From an optimization exercise on the open Yosys and OpenROAD flow, aimed at small area; shortcuts taken in it are not production practice.
The RTL was checked by simulation tests, not by an equivalence proof against the original design.

==> module ex_alu, before the edit <==
module ex_alu (
  input  logic [31:0] in_instruction,
  input  logic [31:0] in_pc,
  input  logic [31:0] in_rs1_data,
  input  logic [31:0] in_rs2_data,
  input  logic        in_valid,
  output logic [31:0] f_al,       
  output logic [31:0] sum,        
  output logic [4:0]  shamt,
  output logic        s_sll,
  output logic        s_sr,
  output logic        br_taken,
  output logic [1:0]  pcmux_sel,
  output logic        is_mem,
  output logic        is_store
);
  logic [31:0] ins, rs1, rs2;
  logic [6:0]  op;
  logic [2:0]  f3;
  assign ins = in_instruction;
  assign rs1 = in_rs1_data;
  assign rs2 = in_rs2_data;
  assign op  = ins[6:0];
  assign f3  = ins[14:12];
  logic is_lui, is_auipc, is_jal, is_jalr, is_br, is_load, is_opimm, is_op;
  assign is_lui   = (op == 7'b0110111);
  assign is_auipc = (op == 7'b0010111);
  assign is_jal   = (op == 7'b1101111);
  assign is_jalr  = (op == 7'b1100111);
  assign is_br    = (op == 7'b1100011);
  assign is_load  = (op == 7'b0000011);
  assign is_store = (op == 7'b0100011);
  assign is_opimm = (op == 7'b0010011);
  assign is_op    = (op == 7'b0110011);
  logic is_arith;
  assign is_arith = is_opimm | is_op;
  assign is_mem   = is_load | is_store;
  logic [31:0] imm_i, imm_s, imm_b, imm_u, imm_j, imm;
  assign imm_i = {{20{ins[31]}}, ins[31:20]};
  assign imm_s = {{20{ins[31]}}, ins[31:25], ins[11:7]};
  assign imm_b = {{19{ins[31]}}, ins[31], ins[7], ins[30:25], ins[11:8], 1'b0};
  assign imm_u = {ins[31:12], 12'h000};
  assign imm_j = {{11{ins[31]}}, ins[31], ins[19:12], ins[20], ins[30:21], 1'b0};
  always_comb begin
    if (is_lui | is_auipc) imm = imm_u;
    else if (is_jal)       imm = imm_j;
    else if (is_br)        imm = imm_b;
    else if (is_store)     imm = imm_s;
    else                   imm = imm_i;
  end
  logic [31:0] a, b, bx, p, g, c;
  logic        sub;
  assign a   = (is_auipc | is_jal | is_br) ? in_pc : (is_lui ? 32'd0 : rs1);
  assign b   = is_op ? rs2 : imm;
  assign sub = is_op & (f3 == 3'b000) & ins[30];
  assign bx  = b ^ {32{sub}};
  assign p   = a ^ bx;
  assign g   = a & bx;
  ex_carry u_carry (.p(p), .g(g), .cin(sub), .c(c));
  assign sum = p ^ c;
  logic [31:0] cb;
  logic        ltu, lts, eq, cond;
  assign cb  = is_opimm ? imm_i : rs2;
  ex_cmp u_cmp (.a(rs1), .b(cb), .ltu(ltu), .eq(eq));
  assign lts = ltu ^ rs1[31] ^ cb[31];
  always_comb begin
    case (f3[2:1])
      2'b00:   cond = eq ^ f3[0];
      2'b10:   cond = lts ^ f3[0];
      2'b11:   cond = ltu ^ f3[0];
      default: cond = 1'b0;
    endcase
  end
  logic s_sum, s_p, s_g, s_slt, s_sltu;
  assign s_sum  = in_valid & (~is_arith | (f3 == 3'b000));
  assign s_p    = in_valid & is_arith & (f3[2] & ~f3[0]);
  assign s_g    = in_valid & is_arith & (f3[2:1] == 2'b11);
  assign s_sll  = in_valid & is_arith & (f3 == 3'b001);
  assign s_sr   = in_valid & is_arith & (f3 == 3'b101);
  assign s_slt  = in_valid & is_arith & (f3 == 3'b010);
  assign s_sltu = in_valid & is_arith & (f3 == 3'b011);
  logic [31:0] msum;
  assign msum = {{31{s_sum}}, s_sum & ~is_jalr};
  assign f_al  = (sum & msum) | (p & {32{s_p}}) | (g & {32{s_g}})
               | {31'd0, (lts & s_slt) | (ltu & s_sltu)};
  assign shamt = b[4:0];
  assign br_taken      = in_valid & (is_jal | is_jalr | (is_br & cond));
  assign pcmux_sel     = {in_valid & is_jalr, in_valid & (is_jal | (is_br & cond))};
endmodule
clock: 10.0 ns
lec_check: 0
cap_margin: 20
core_margin: 2
core_utilization: 40
slew_margin: 20
standard.sh (not shown) runs the stock make flow with config.mk's settings and CLKGATE_MAP_FILE= SYNTH_SCRIPT=/design/flow/synth_recipe.tcl, a recipe that flattens the netlist after the stock synthesis.
==> flow/flow/run.sh <==
#!/bin/bash
# Layout flow: the standard ORFS flow (standard.sh) with these changes:
#  - synthesis is the standard script except for the ABC step: the modules named
#    in ABC_PLAN keep their hierarchy through synthesis and are each mapped with
#    their own ABC script (the carry and comparator trees with flow/keep.abc,
#    which keeps their structure; the rest of the ALU with flow/area.abc); the
#    top module is mapped for area with flow/area.abc. Registers are not touched by ABC, so they
#    keep the standard synthesis's names and cells. The design is flattened at
#    the end as synth_recipe.tcl does;
#  - sky130_fd_sc_hd__buf_1 as the port buffers;
#  - clock tree synthesis with clkbuf_8 and no dummy loads.
# Each tool's output is in standard.log and in orfs/logs.
set -euo pipefail
W=$PWD
FH=${FLOW_HOME:-/OpenROAD-flow-scripts/flow}
export MY_AREA_ABC=${MY_AREA_ABC:-$W/flow/area.abc}
export MY_ABC_PLAN=${ABC_PLAN-ex_alu=$W/flow/area.abc ex_carry=$W/flow/keep.abc ex_cmp=$W/flow/keep.abc}
sed "s#source \$::env(SCRIPTS_DIR)/synth.tcl#source $W/my_synth_body.tcl#" synth_recipe.tcl > my_synth.tcl
sed "s#^  log_cmd abc {\*}\$abc_args\$#  source $W/flow/abc_step.tcl#" "$FH/scripts/synth.tcl" > my_synth_body.tcl
grep -q "abc_step.tcl" my_synth_body.tcl
CTS="-sink_clustering_enable -repair_clock_nets -dont_use_dummy_load"
CTS="$CTS -buf_list sky130_fd_sc_hd__clkbuf_8 -sink_clustering_size 15 -sink_clustering_max_diameter 100"
FA=("ADDER_MAP_FILE=")
if [[ "${USE_FA:-1}" == 1 ]]; then FA=(); fi
KEEP=()
MODS=""
for it in $MY_ABC_PLAN; do MODS="$MODS ${it%%=*}"; done
if [[ -n "$MODS" ]]; then KEEP=("SYNTH_KEEP_MODULES=${MODS# }"); fi
bash standard.sh \
  "SYNTH_SCRIPT=$W/my_synth.tcl" \
  "${FA[@]}" \
  "${KEEP[@]}" \
  "BUFFER_PORTS_ARGS=-buffer_cell sky130_fd_sc_hd__buf_1" \
  "CTS_ARGS=$CTS" \
  ${EXTRA_ARGS:-} ${RUN_TARGETS:-finish} > standard.log 2>&1
==> flow/flow/abc_step.tcl <==
# ABC step of flow/run.sh. MY_ABC_PLAN lists module=script pairs: each such
# module (kept as its own module through synthesis) is mapped with that ABC
# script; the top module is mapped with MY_AREA_ABC.
foreach item $::env(MY_ABC_PLAN) {
  lassign [split $item =] m script
  log_cmd abc {*}[lreplace $abc_args 1 1 $script] $m
}
log_cmd abc {*}[lreplace $abc_args 1 1 $::env(MY_AREA_ABC)] $::env(DESIGN_NAME)
==> flow/flow/area.abc <==
strash
dch -f
amap
==> flow/flow/keep.abc <==
strash
amap
==> next run, changes <==
--- a/flow/design.v
+++ b/flow/design.v
@@ -130,19 +130,20 @@
       default: cond = 1'b0;
     endcase
   end
   logic s_sum, s_p, s_g, s_slt, s_sltu;
   assign s_sum  = in_valid & (~is_arith | (f3 == 3'b000));
-  assign s_p    = in_valid & is_arith & (f3[2] & ~f3[0]);
+  assign s_p    = in_valid & (~is_arith | (f3 == 3'b000) | (f3 == 3'b100) | (f3 == 3'b110));
   assign s_g    = in_valid & is_arith & (f3[2:1] == 2'b11);
   assign s_sll  = in_valid & is_arith & (f3 == 3'b001);
   assign s_sr   = in_valid & is_arith & (f3 == 3'b101);
   assign s_slt  = in_valid & is_arith & (f3 == 3'b010);
   assign s_sltu = in_valid & is_arith & (f3 == 3'b011);
-  logic [31:0] msum;
+  logic [31:0] msum, mp;
   assign msum = {{31{s_sum}}, s_sum & ~is_jalr};
-  assign f_al  = (sum & msum) | (p & {32{s_p}}) | (g & {32{s_g}})
+  assign mp   = {{31{s_p}},   s_p & ~is_jalr};
+  assign f_al  = ((p & mp) ^ ((c & msum) | (g & {32{s_g}})))
                | {31'd0, (lts & s_slt) | (ltu & s_sltu)};
   assign shamt = b[4:0];
   assign br_taken      = in_valid & (is_jal | is_jalr | (is_br & cond));
   assign pcmux_sel     = {in_valid & is_jalr, in_valid & (is_jal | (is_br & cond))};
 endmodule
Die area came out higher by a few percent; cell area rises slightly; cell count goes up by a few percent; setup slack got worse by 44 ps; register-to-register slack is better by 110 ps.

separate check: timing with driven ports:
No port has a modelled driver above. Below, the same layouts with a new extraction and two added sets of constraints. Step 1 (the two cells are an assumption about what drives the block):
set clk [get_ports {clk}]
set_driving_cell -lib_cell sky130_fd_sc_hd__clkbuf_16 $clk
set_driving_cell -lib_cell sky130_fd_sc_hd__buf_2 [delete_from_list [all_inputs] $clk]
Step 2, shift: input delay + t, output delay - t, t = (earliest + latest rising clock arrival at the registers) / 2. This alone moves slack from input paths to output paths. a / b / c = ideal ports / drivers / drivers and shift; a / b = the first two.
| run | t (ns) | slack for setup (ns) | worst hold slack (ns) |
|---|---|---|---|
| the first run | 0.650 | 0.441 / 0.405 / 0.405 | 0.470 / 0.470 / 0.470 |
| the second run | 0.639 | 0.396 / 0.342 / 0.342 | 0.390 / 0.390 / 0.390 |
After both steps every run listed still meets setup and hold. The setup slack of the second run, which loses most, moves by -0.054 ns with the drivers and by -0.054 ns with both steps.
